What follows belongs to an exercise in optimizing a design on an open flow for small area, a short achievable clock period and few clock cycles; a production flow would make more cautious choices. The RTL was checked by simulation tests, not by an equivalence proof against the original design. Power is estimated from default activity; no workload was simulated.

==> flow/design.v <==
package cpu_pkg;
    localparam int IMEM_DEPTH = 64;
    localparam int DMEM_DEPTH = 64;
    localparam int NUM_REGS   = 16;
    localparam int IW         = 22;   
    localparam logic [4:0] OP_ADD  = 5'd1;
    localparam logic [4:0] OP_SUB  = 5'd2;
    localparam logic [4:0] OP_AND  = 5'd3;
    localparam logic [4:0] OP_ORR  = 5'd4;
    localparam logic [4:0] OP_EOR  = 5'd5;
    localparam logic [4:0] OP_ADDI = 5'd6;
    localparam logic [4:0] OP_LDR  = 5'd7;
    localparam logic [4:0] OP_STR  = 5'd8;
    localparam logic [1:0] T_ALU  = 2'd0;
    localparam logic [1:0] T_ADDI = 2'd1;
    localparam logic [1:0] T_LDR  = 2'd2;
    localparam logic [1:0] T_STR  = 2'd3;
endpackage
module pipe_reg #(
    parameter int W = 1
) (
    input  logic         clk,
    input  logic         clr,
    input  logic [W-1:0] d,
    output logic [W-1:0] q
);
    always_ff @(posedge clk) begin
        if (clr) q <= '0;
        else     q <= d;
    end
endmodule
module fetch_stage (
    input  logic                   clk,
    input  logic                   rst,
    input  logic                   mem_clr,    
    input  logic                   run,
    input  logic                   stall,      
    input  logic                   load_req,
    input  logic [5:0]             load_addr,
    input  logic [31:0]            load_instr,
    output logic                   load_ack,
    output logic                   if_valid,   
    output logic                   if_uses_b,  
    output logic [cpu_pkg::IW-2:0] if_instr    
);
    localparam int IW = cpu_pkg::IW;
    logic [IW-2:0] ring [0:63];    
    logic [63:0]   ring_v;
    logic [5:0]    cnt;
    logic          go;
    logic [7:0]    cnt_lo, cnt_hi;   
    logic [7:0]    tap_lo, tap_hi;   
    logic          req_q;
    logic [5:0]    addr_q;
    logic [IW-1:0] enc_q;
    logic          pend;
    logic          wr;
    logic [4:0]    op;
    logic          is_alu;
    logic [IW-1:0] enc;
    assign op     = load_instr[27:23];
    assign is_alu = op == cpu_pkg::OP_ADD || op == cpu_pkg::OP_SUB || op == cpu_pkg::OP_AND ||
                    op == cpu_pkg::OP_ORR || op == cpu_pkg::OP_EOR;
    always_comb begin
        enc        = '0;
        enc[21]    = is_alu || op == cpu_pkg::OP_ADDI || op == cpu_pkg::OP_LDR ||
                     op == cpu_pkg::OP_STR;
        enc[20:19] = is_alu                 ? cpu_pkg::T_ALU  :
                     op == cpu_pkg::OP_ADDI ? cpu_pkg::T_ADDI :
                     op == cpu_pkg::OP_LDR  ? cpu_pkg::T_LDR  : cpu_pkg::T_STR;
        enc[18:15] = load_instr[22:19];
        enc[14:11] = (is_alu || op == cpu_pkg::OP_STR) ? load_instr[18:15] : load_instr[14:11];
        if (is_alu) begin
            enc[10:7] = load_instr[14:11];
            enc[6:5]  = 2'b00;
            enc[4]    = op == cpu_pkg::OP_EOR;
            enc[3]    = op == cpu_pkg::OP_ORR;
            enc[2]    = op == cpu_pkg::OP_AND;
            enc[1]    = op == cpu_pkg::OP_SUB;
            enc[0]    = op == cpu_pkg::OP_ADD;
        end else begin
            enc[10:0] = load_instr[10:0];
        end
    end
    always_ff @(posedge clk) begin
        addr_q <= load_addr;
        enc_q  <= enc;
    end
    assign wr = pend && cnt == addr_q;
    always_ff @(posedge clk) begin
        if (rst) begin
            req_q    <= 1'b0;
            pend     <= 1'b0;
            load_ack <= 1'b0;
        end else begin
            req_q <= load_req;
            if (wr) begin
                pend     <= 1'b0;
                load_ack <= 1'b1;
            end else if (req_q && !load_ack && !pend) begin
                pend <= 1'b1;
            end else if (!req_q) begin
                load_ack <= 1'b0;
            end
        end
    end
    always_ff @(posedge clk) begin
        ring[0] <= wr ? enc_q[IW-2:0] : ring[63];
        for (int i = 1; i < 64; i++) begin
            ring[i] <= ring[i-1];
        end
    end
    always_ff @(posedge clk) begin
        if (mem_clr) begin
            ring_v <= '0;
        end else begin
            ring_v <= {ring_v[62:0], wr ? enc_q[IW-1] : ring_v[63]};
        end
    end
    always_ff @(posedge clk) begin
        if (rst) begin
            cnt    <= '0;
            cnt_lo <= 8'd1;
            cnt_hi <= 8'd1;
        end else begin
            cnt    <= cnt + 1'b1;
            cnt_lo <= {cnt_lo[6:0], cnt_lo[7]};
            if (cnt_lo[7]) cnt_hi <= {cnt_hi[6:0], cnt_hi[7]};
        end
    end
    logic start;
    assign start = run && !mem_clr;
    always_ff @(posedge clk) begin
        if (rst) go <= 1'b0;
        else     go <= run && (go || start);
    end
    always_ff @(posedge clk) begin
        if (rst) begin
            tap_lo <= 8'h80;
            tap_hi <= 8'h80;
        end else if (!go && !start) begin
            tap_lo <= cnt_lo;
            tap_hi <= cnt_hi;
        end else if (stall) begin
            tap_lo <= {tap_lo[6:0], tap_lo[7]};
            if (tap_lo[7]) tap_hi <= {tap_hi[6:0], tap_hi[7]};
        end
    end
    logic [IW-1:0] grp [0:7];
    logic [IW-1:0] tap;
    always_comb begin
        for (int g = 0; g < 8; g++) begin
            grp[g] = '0;
            for (int w = 0; w < 8; w++) begin
                grp[g] = grp[g] | ({IW{tap_lo[w]}} & {ring_v[8*g + w], ring[8*g + w]});
            end
        end
        tap = '0;
        for (int g = 0; g < 8; g++) begin
            tap = tap | ({IW{tap_hi[g]}} & grp[g]);
        end
    end
    always_ff @(posedge clk) begin
        if (rst) begin
            if_valid <= 1'b0;
        end else if (!stall) begin
            if_valid <= (go || start) && tap[IW-1];
        end
    end
    always_ff @(posedge clk) begin
        if (!stall) begin
            if_instr  <= tap[IW-2:0];
            if_uses_b <= tap[20:19] == cpu_pkg::T_ALU || tap[20:19] == cpu_pkg::T_STR;
        end
    end
endmodule
module decode_stage (
    input  logic                   clk,
    input  logic                   rst,
    input  logic                   mem_clr,
    input  logic                   if_valid,   
    input  logic                   if_uses_b,
    input  logic [cpu_pkg::IW-2:0] if_instr,
    input  logic [31:0]            ex_data,
    input  logic                   mem_we,
    input  logic [3:0]             mem_rd,
    input  logic [31:0]            mem_alu,
    input  logic [31:0]            mem_ld,
    output logic                   stall,
    output logic                   id_we,
    output logic [3:0]             id_rd,
    output logic                   id_ld,
    output logic                   id_st,
    output logic                   id_sum,     
    output logic                   id_sub,
    output logic                   id_and,
    output logic                   id_or,
    output logic                   id_xor,
    output logic [31:0]            id_a,
    output logic [31:0]            id_b,
    output logic [5:0]             id_imm6
);
    logic [31:0] regs [0:cpu_pkg::NUM_REGS-1];
    logic [15:0] reg_v;
    always_ff @(posedge clk) begin
        if (mem_we) regs[mem_rd] <= mem_alu | mem_ld;
    end
    always_ff @(posedge clk) begin
        if (mem_clr)     reg_v <= '0;
        else if (mem_we) reg_v[mem_rd] <= 1'b1;
    end
    logic        v;
    logic [1:0]  t;
    logic [3:0]  rn;
    logic [3:0]  rb;
    logic [10:0] imm;
    logic        is_alu, is_st, is_ld, uses_b;
    logic [3:0]  rd;
    logic [31:0] a_val, b_val;
    logic        ex_a, ex_b;       
    logic        m_a, m_b;         
    assign v      = if_valid;
    assign t      = if_instr[20:19];
    assign rn     = if_instr[18:15];
    assign rb     = if_instr[14:11];
    assign imm    = if_instr[10:0];
    assign is_alu = t == cpu_pkg::T_ALU;
    assign is_ld  = t == cpu_pkg::T_LDR;
    assign is_st  = t == cpu_pkg::T_STR;
    assign uses_b = if_uses_b;
    assign rd     = is_alu ? imm[10:7] : rb;
    assign a_val = reg_v[rn] ? regs[rn] : 32'd0;
    assign b_val = reg_v[rb] ? regs[rb] : 32'd0;
    assign ex_a  = id_we && id_rd == rn;
    assign ex_b  = id_we && id_rd == rb && uses_b;
    assign m_a   = mem_we && mem_rd == rn;
    assign m_b   = mem_we && mem_rd == rb && uses_b;
    assign stall = v && id_ld && (id_rd == rn || (uses_b && id_rd == rb));
    always_ff @(posedge clk) begin
        if (rst || stall) begin
            id_we <= 1'b0;
            id_ld <= 1'b0;
            id_st <= 1'b0;
        end else begin
            id_we <= v && !is_st;
            id_ld <= v && is_ld;
            id_st <= v && is_st;
        end
    end
    always_ff @(posedge clk) begin
        id_rd   <= rd;
        id_sum  <= is_alu ? (imm[0] || imm[1]) : (t == cpu_pkg::T_ADDI);
        id_sub  <= is_alu && imm[1];
        id_and  <= is_alu && imm[2];
        id_or   <= is_alu && imm[3];
        id_xor  <= is_alu && imm[4];
        id_a    <= ({32{ex_a}}               & ex_data)
                 | ({32{!ex_a && m_a}}       & mem_alu)
                 | ({32{!ex_a && !m_a}}      & a_val)
                 | ({32{!ex_a && m_a}}       & mem_ld);
        id_b    <= ((({32{ex_b}}             & ex_data)
                  | ({32{!ex_b && m_b}}      & mem_alu)
                  | ({32{uses_b && !ex_b && !m_b}} & b_val)
                  | ({32{!ex_b && m_b}}      & mem_ld)) ^ {32{is_alu && imm[1]}})
                 | ({32{!uses_b}} & {21'd0, imm});
        id_imm6 <= imm[5:0];
    end
endmodule
module execute_stage (
    input  logic [31:0] a,
    input  logic [31:0] b,
    input  logic [5:0]  imm6,
    input  logic        sum,
    input  logic        sub,
    input  logic        op_and,
    input  logic        op_or,
    input  logic        op_xor,
    output logic [31:0] store_data,
    output logic [7:0]  hit_lo,
    output logic [7:0]  hit_hi,
    output logic [31:0] result      
);
    logic [31:0] op_a, op_b, s;
    assign op_a = a;
    assign op_b = b;
    logic [31:0] g, p;
    always_comb begin
        logic [31:0] gn, pn;
        g    = op_a & op_b;
        p    = op_a ^ op_b;
        g[0] = g[0] | (p[0] & sub);
        for (int lv = 0; lv < 5; lv++) begin
            gn = g;
            pn = p;
            for (int i = 0; i < 32; i++) begin
                if (i >= (1 << lv)) begin
                    gn[i] = g[i] | (p[i] & g[i - (1 << lv)]);
                    pn[i] = p[i] & p[i - (1 << lv)];
                end
            end
            g = gn;
            p = pn;
        end
    end
    assign s = (op_a ^ op_b) ^ {g[30:0], sub};
    assign store_data = op_b;
    assign result = ({32{sum}}    & s)
                  | ({32{op_and}} & (op_a & op_b))
                  | ({32{op_or}}  & (op_a | op_b))
                  | ({32{op_xor}} & (op_a ^ op_b));
    function automatic logic [7:0] sum_hot(input logic [2:0] x, input logic [2:0] y,
                                           input logic cin);
        logic [7:0] h;
        logic [3:0] k;
        for (int n = 0; n < 8; n++) begin
            k    = {n[2:0], 1'b0};
            h[n] = ((x[0] ^ y[0] ^ cin) == k[1]) &&
                   ((x[1] ^ y[1] ^ ((x[0] & y[0]) | ((x[0] | y[0]) & !k[1]))) == k[2]) &&
                   ((x[2] ^ y[2] ^ ((x[1] & y[1]) | ((x[1] | y[1]) & !k[2]))) == k[3]);
        end
        sum_hot = h;
    endfunction
    logic [5:0] base;
    logic       c3;       
    assign base = op_a[5:0];
    assign c3   = (base[2] & imm6[2]) | ((base[2] | imm6[2]) &
                  ((base[1] & imm6[1]) | ((base[1] | imm6[1]) & base[0] & imm6[0])));
    assign hit_lo = sum_hot(base[2:0], imm6[2:0], 1'b0);
    assign hit_hi = sum_hot(base[5:3], imm6[5:3], c3);
endmodule
module memory_stage (
    input  logic        clk,
    input  logic        mem_clr,
    input  logic [7:0]  w_lo,       
    input  logic [7:0]  w_hi,
    input  logic        we,
    input  logic [31:0] wdata,
    input  logic [7:0]  hit_lo,     
    input  logic [7:0]  hit_hi,
    input  logic        re,
    output logic [31:0] rdata
);
    logic [31:0] dmem [0:cpu_pkg::DMEM_DEPTH-1];
    logic [63:0] dmem_v;
    always_ff @(posedge clk) begin
        for (int g = 0; g < 8; g++) begin
            for (int w = 0; w < 8; w++) begin
                if (we && w_hi[g] && w_lo[w]) dmem[8*g + w] <= wdata;
            end
        end
    end
    always_ff @(posedge clk) begin
        for (int g = 0; g < 8; g++) begin
            for (int w = 0; w < 8; w++) begin
                if (mem_clr)                           dmem_v[8*g + w] <= 1'b0;
                else if (we && w_hi[g] && w_lo[w])     dmem_v[8*g + w] <= 1'b1;
            end
        end
    end
    logic [31:0] grp [0:7];
    always_comb begin
        for (int g = 0; g < 8; g++) begin
            grp[g] = '0;
            for (int w = 0; w < 8; w++) begin
                grp[g] = grp[g] | ({32{hit_lo[w] && dmem_v[8*g + w]}} & dmem[8*g + w]);
            end
        end
        rdata = '0;
        for (int g = 0; g < 8; g++) begin
            rdata = rdata | ({32{hit_hi[g] && re}} & grp[g]);
        end
    end
endmodule
module cpu_top (
    input  logic        clk,
    input  logic        rst,
    input  logic        run,
    input  logic        load_req,
    input  logic [5:0]  load_addr,
    input  logic [31:0] load_instr,
    output logic        load_ack,
    output logic        retire_valid,
    output logic [3:0]  retire_rd,
    output logic [31:0] retire_data
);
    logic                   mem_clr;
    logic                   stall;
    logic                   if_valid;
    logic                   if_uses_b;
    logic [cpu_pkg::IW-2:0] if_instr;
    logic        id_we, id_ld, id_st, id_sum, id_sub, id_and, id_or, id_xor;
    logic [3:0]  id_rd;
    logic [31:0] id_a, id_b;
    logic [5:0]  id_imm6;
    logic [31:0] store_data, alu_result, ld_data;
    logic [7:0]  hit_lo, hit_hi;
    logic        em_we, em_ld;
    logic [3:0]  em_rd;
    logic [31:0] em_alu;
    logic [7:0]  em_hlo, em_hhi;
    always_ff @(posedge clk) mem_clr <= rst;
    fetch_stage u_fetch (
        .clk        (clk),
        .rst        (rst),
        .mem_clr    (mem_clr),
        .run        (run),
        .stall      (stall),
        .load_req   (load_req),
        .load_addr  (load_addr),
        .load_instr (load_instr),
        .load_ack   (load_ack),
        .if_valid   (if_valid),
        .if_uses_b  (if_uses_b),
        .if_instr   (if_instr)
    );
    decode_stage u_decode (
        .clk      (clk),
        .rst      (rst),
        .mem_clr  (mem_clr),
        .if_valid (if_valid),
        .if_uses_b(if_uses_b),
        .if_instr (if_instr),
        .ex_data  (alu_result),
        .mem_we   (em_we),
        .mem_rd   (em_rd),
        .mem_alu  (em_alu),
        .mem_ld   (ld_data),
        .stall    (stall),
        .id_we    (id_we),
        .id_rd    (id_rd),
        .id_ld    (id_ld),
        .id_st    (id_st),
        .id_sum   (id_sum),
        .id_sub   (id_sub),
        .id_and   (id_and),
        .id_or    (id_or),
        .id_xor   (id_xor),
        .id_a     (id_a),
        .id_b     (id_b),
        .id_imm6  (id_imm6)
    );
    execute_stage u_execute (
        .a          (id_a),
        .b          (id_b),
        .imm6       (id_imm6),
        .sum        (id_sum),
        .sub        (id_sub),
        .op_and     (id_and),
        .op_or      (id_or),
        .op_xor     (id_xor),
        .store_data (store_data),
        .hit_lo     (hit_lo),
        .hit_hi     (hit_hi),
        .result     (alu_result)
    );
    always_ff @(posedge clk) begin
        if (rst) em_we <= 1'b0;
        else     em_we <= id_we;
    end
    always_ff @(posedge clk) begin
        em_ld    <= id_ld;
        em_rd    <= id_rd;
        em_alu   <= alu_result;
        em_hlo   <= hit_lo;
        em_hhi   <= hit_hi;
    end
    memory_stage u_memory (
        .clk     (clk),
        .mem_clr (mem_clr),
        .w_lo    (hit_lo),
        .w_hi    (hit_hi),
        .we      (id_st),
        .wdata   (store_data),
        .hit_lo  (em_hlo),
        .hit_hi  (em_hhi),
        .re      (em_ld),
        .rdata   (ld_data)
    );
    always_ff @(posedge clk) begin
        if (rst) retire_valid <= 1'b0;
        else     retire_valid <= em_we;
    end
    always_ff @(posedge clk) begin
        retire_rd   <= em_rd;
        retire_data <= em_alu | ld_data;
    end
endmodule
==> flow/run.sh <==
#!/bin/bash
# synth_recipe.tcl (not shown) runs the flow's synth.tcl, then flattens the netlist and writes it again
# the make line also repeats each setting of config.mk as NAME=value (left out here)
make -C /OpenROAD-flow-scripts/flow DESIGN_CONFIG=/design/flow/config.mk WORK_HOME=/design/flow/orfs CLKGATE_MAP_FILE= SYNTH_SCRIPT=/design/flow/synth_recipe.tcl finish
==> flow/config.mk <==
export PLATFORM = sky130hd
export DESIGN_NAME = cpu_top
export DESIGN_NICKNAME = cpu_top
export VERILOG_FILES = /design/flow/design.v
export SDC_FILE = /design/flow/constraint.sdc
export NUM_CORES = 4
export LEC_CHECK = 0
export CAP_MARGIN = 20
export CORE_MARGIN = 2
export CORE_UTILIZATION = 50
export SETUP_SLACK_MARGIN = 3.2
export SLEW_MARGIN = 20
export TNS_END_PERCENT = 50
==> flow/constraint.sdc <==
create_clock -name core_clock -period 6.0 [get_ports {clk}]
set_input_delay 1.2000 -clock core_clock [delete_from_list [all_inputs] [get_ports {clk}]]
set_output_delay 1.2000 -clock core_clock [all_outputs]
set_load 0.01 [all_outputs]
==> out/results.ini <==
[floorplanning]
initial_core_util=0.5025
fp.dieH_um=550.1
core_area_um2=296800
dieWidth_um=550.1
num_io_pins=80
die_area_um2=302600
fp-row-count=200

[placed_design]
place_congestion=0.8794
hpwl_mm=253.6
io_buffers=75

[pwr]
seqPwrFrac=0.535
comb_power_share=0.011
p_per_area_nw_per_um2=318.4
ir_drop_uv=275.5
power.total_uw=58400
p_clk_frac=0.454
swShare=0.2054
p_leak_uw=0.06155
p_int_uw=46400
p_sw_uw=12000

[global_routing]
gr-usage-met1=0.4112
grt_max_degree=122
grt_pass1_wl_mm=668.0
grt_pass1_vias=89840
grtUsageTotal=0.3072
grt-ovfl-total=0
antenna_found_initial=17
top_usage_layer=met2
grtUsageMet2=0.4701
met3_usage=0.07314

[yosys]
avgSynthCellArea_um2=16.47
synth_edf_count=2582
synthFlopType=edfxtp_1
synthDistinctLibCells=82
ys_ff_latch=4323
netlist_area_um2=149100
synth_top_area_frac=0.5199
synthCells=9053
async_flop_share=0
synthesis.nets=9178
yosysWarnings=9
yosys.area.top_type=edfxtp_1
synth_top_cells_by_area=edfxtp_1 (52%), dfxtp_1 (23%), a22oi_1 (9.1%), mux4_2 (5.0%), a41oi_1 (1.5%)
ys_seq_area_frac=0.7536

[sta]
skew_ns=0.07734
post-route-period-util=0.5811
tightestPinTransition_ns=1.196
hold_viol=0
slew_headroom=0.1922
maxSlewViolCount=0
fin_tns_setup_ns=0
fin_crit_ns=3.487
rsz0062_at_grt=yes
fmax_mhz=286.8
setup_violations=0

[cells_and_area]
areaGrowthSynthToFinish_pct=22.98
layout-drive-gt1-share=0.2766
mostFrequentLayoutCells=edfxtp_1 (2582), dfxtp_1 (1657), a22oi_1 (1597), buf_4 (534), clkbuf_16 (449)
mostFrequentLayoutCell=edfxtp_1
nNetsFinal=10010

[route]
viasPerCell=6.500
drt_first_pass_iters=7
avgRoutedWirePerCell_um=33.95
ant_nets=0
first_iter_violations=12750
route.detailed.drc=0
num_vias=92250
routed_wl_mm=481.7

[min_path]
hold_path_depth=0
whs_endpoint=u_fetch.ring[6][18]
hold_path.class=register to register
hp-start=u_fetch.ring[5][18]

[clock_tree]
clkLatencyLatePin_ns=0.99
clock-sinks=4323
cts_buffers=419
cts_buffer_depth=4
h-tree-depth=5
clkTransAtPathRegs_ns=0.07
cts-root-buf=clkbuf_16
cts_tree=yes

[critical_path]
r2r_start=em_hlo[4]
critPathArrivalTime_ns=4.25
cpMaxStageDelayCell=nor4_4
crit_family=simple AND/OR/NAND/NOR gates
reg2reg_slack_ns=2.51
max_stage_delay_ns=0.73
reg2reg_depth=11
worstPathRequired_ns=6.76
path_class=register to register
critPathBufInv=3
worstPathCellList=buf_4 > and2_4 > buf_12 > a22oi_2 > a41oi_2 > nor4_4 > and3_4 > clkinvlp_4 > a222oi_1 > xnor2_1 > o21ai_1
cp_max_fo=18
start_kind=register
timing.rr.end=u_decode.id_b[4]
critPathCaptureType=register

[job]
drv_cap=0

[run_status]
status=no timing/DRC/antenna violations

-- through the flow --
| stage | cells | instance area (µm²) | util | hold slack (ns) | setup WS [ns] |
|---|---|---|---|---|---|
| floorplan | 9053 | 149200 | - | 0.3309 | 2.532 |
| global placement | 12800 | 156000 | 0.5256 | 0.3327 | 1.286 |
| detailed placement | 12810 | 156100 | 0.5261 | 0.3364 | 1.309 |
| CTS | 14000 | 179900 | 0.6062 | 0.3084 | 2.729 |
| global route | 14190 | 183400 | 0.6179 | 0.3070 | 2.537 |
| finish | 14190 | 183400 | 0.6180 | 0.3050 | 2.513 |
-- sequential cells by signal, summed over array words and instances, names as in the netlist, 6 cells and up, named ones only --
signal,count
u_fetch.tap_hi,8
em_hhi,8
retire_data,32
u_decode.id_a,32
u_memory.dmem,2048
u_decode.id_imm6,6
u_fetch.cnt_lo,8
u_fetch.addr_q,6
u_fetch.enc_q,22
u_decode.reg_v,16
u_fetch.if_instr,21
u_decode.regs,512
u_fetch.ring,1344
u_decode.id_b,32
u_fetch.cnt,6
u_memory.dmem_v,64
u_fetch.cnt_hi,8
u_fetch.ring_v,64
u_fetch.tap_lo,8
em_hlo,8
em_alu,32
-- worst max-delay path by stage --
stage / slack [ns] / depth (start not counted) / start / endpoint
2_1_floorplan: 2.53 / 10 / u_decode.id_a[1] / u_memory.dmem[11][0]
3_3_place_gp: 1.29 / 7 / em_hlo[0] / u_decode.regs[14][15]
3_5_place_dp: 1.31 / 9 / em_hlo[5] / u_decode.id_b[4]
4_1_cts: 2.73 / 11 / em_hlo[2] / u_decode.id_b[1]
5_1_grt: 2.54 / 12 / em_hlo[4] / u_decode.id_b[4]
6_report: 2.51 / 11 / em_hlo[4] / u_decode.id_b[4]
-- layout make-up --
type / instances / area, µm²
fillers: 21170 / 113400
flip-flops and latches: 4323 / 112600
multi-input cells: 4009 / 39380
repair buffers: 1007 / 11910
clock buffers: 575 / 11740
well taps: 3939 / 4928
clock inverters: 203 / 2208
inverters: 126 / 598.1
diodes: 8 / 20.02
repair inverters: 1 / 7.507
-- per-layer routing --
metal  vias to the layer above  share of wire
li1                      38230              -
met1                     47800           0.38
met2                      5239           0.45
met3                       974           0.10
met4                         2          0.058
met5                         -       0.000031
-- cells by family (layout without fill, tap and decap cells) --
family | after synthesis | after routing | share of synthesized area
AOI/OAI and AO/OA | 2492 | 2492 | 0.1260
xor gates and xnor gates | 98 | 98 | 0.005756
adders and majority gates | 83 | 83 | 0.007064
buffers and inverters | 741 | 1912 | 0.02002
DFF | 4323 | 4323 | 0.7536
muxes | 403 | 403 | 0.05504
other | 0 | 8 | 0
and+or+nand+nor | 913 | 933 | 0.03247
-- power by group through the flow --
| stage | clock [µW] | sequential, µW | combinational, µW |
|---|---|---|---|
| final | 26500 | 31200 | 643 |
| after global routing | 27900 | 31200 | 660 |
| after CTS | 26700 | 31200 | 601 |
| after detailed placement | 0 | 31900 | 540 |
| after global placement | 0 | 31900 | 543 |
| after floorplan | 0 | 31800 | 310 |
-- synth_stat cells, drive strengths merged (24+ instances only) --
| cell type | number |
|---|---|
| a21o | 34 |
| a21oi | 83 |
| a22oi | 1819 |
| a31oi | 24 |
| a41oi | 257 |
| and2 | 69 |
| buf | 192 |
| clkbuf | 423 |
| dfxtp | 1741 |
| edfxtp | 2582 |
| ha | 81 |
| inv | 126 |
| mux2 | 46 |
| mux2i | 28 |
| mux4 | 329 |
| nand2 | 124 |
| nand3 | 57 |
| nand4 | 210 |
| nor2 | 210 |
| nor2b | 86 |
| nor3 | 60 |
| nor4 | 38 |
| o21a | 81 |
| o21ai | 69 |
| xnor2 | 64 |
| xor2 | 34 |
-- what timing repair did --
| item | in CTS | in global routing |
|---|---|---|
| setup endpoints to repair | 2924 | 2390 |
| gates cloned | 46 | 21 |
| pin swaps | 366 | 214 |
| hold buffers | 0 | 0 |
| buffers inserted | 371 | 162 |
| gates resized for setup | 1105 | 369 |
Testbench counts, summed over its fixed seeds: cycles 25,321.

-- port drivers added, routing unchanged --
The flow's constraints put no driver on any port. The routed layout listed below was extracted and timed again, unchanged, in two steps.
Step 1 assumes that a clkbuf_16 drives the clock port and a buf_2 every other input.
Step 2 times the ports against the registers' clock, not the clock port: input delays grow and output delays shrink by t, the midpoint of the rising clock arrivals with the driver on.
Three values: ideal ports, drivers, drivers and shift; two values: the first two.
shift t [ns]: 1.043
setup slack, ns: 2.513 / 2.513 / 2.513
worst hold slack (ns): 0.305 / 0.305 / 0.305
worst register clock-pin slew, ns: 0.07 / 0.07
pins driven straight from the clock port: 1
After both steps setup and hold are still met in this run. The setup slack of this run moves by 0.000 ns with the drivers and by 0.000 ns with both steps.
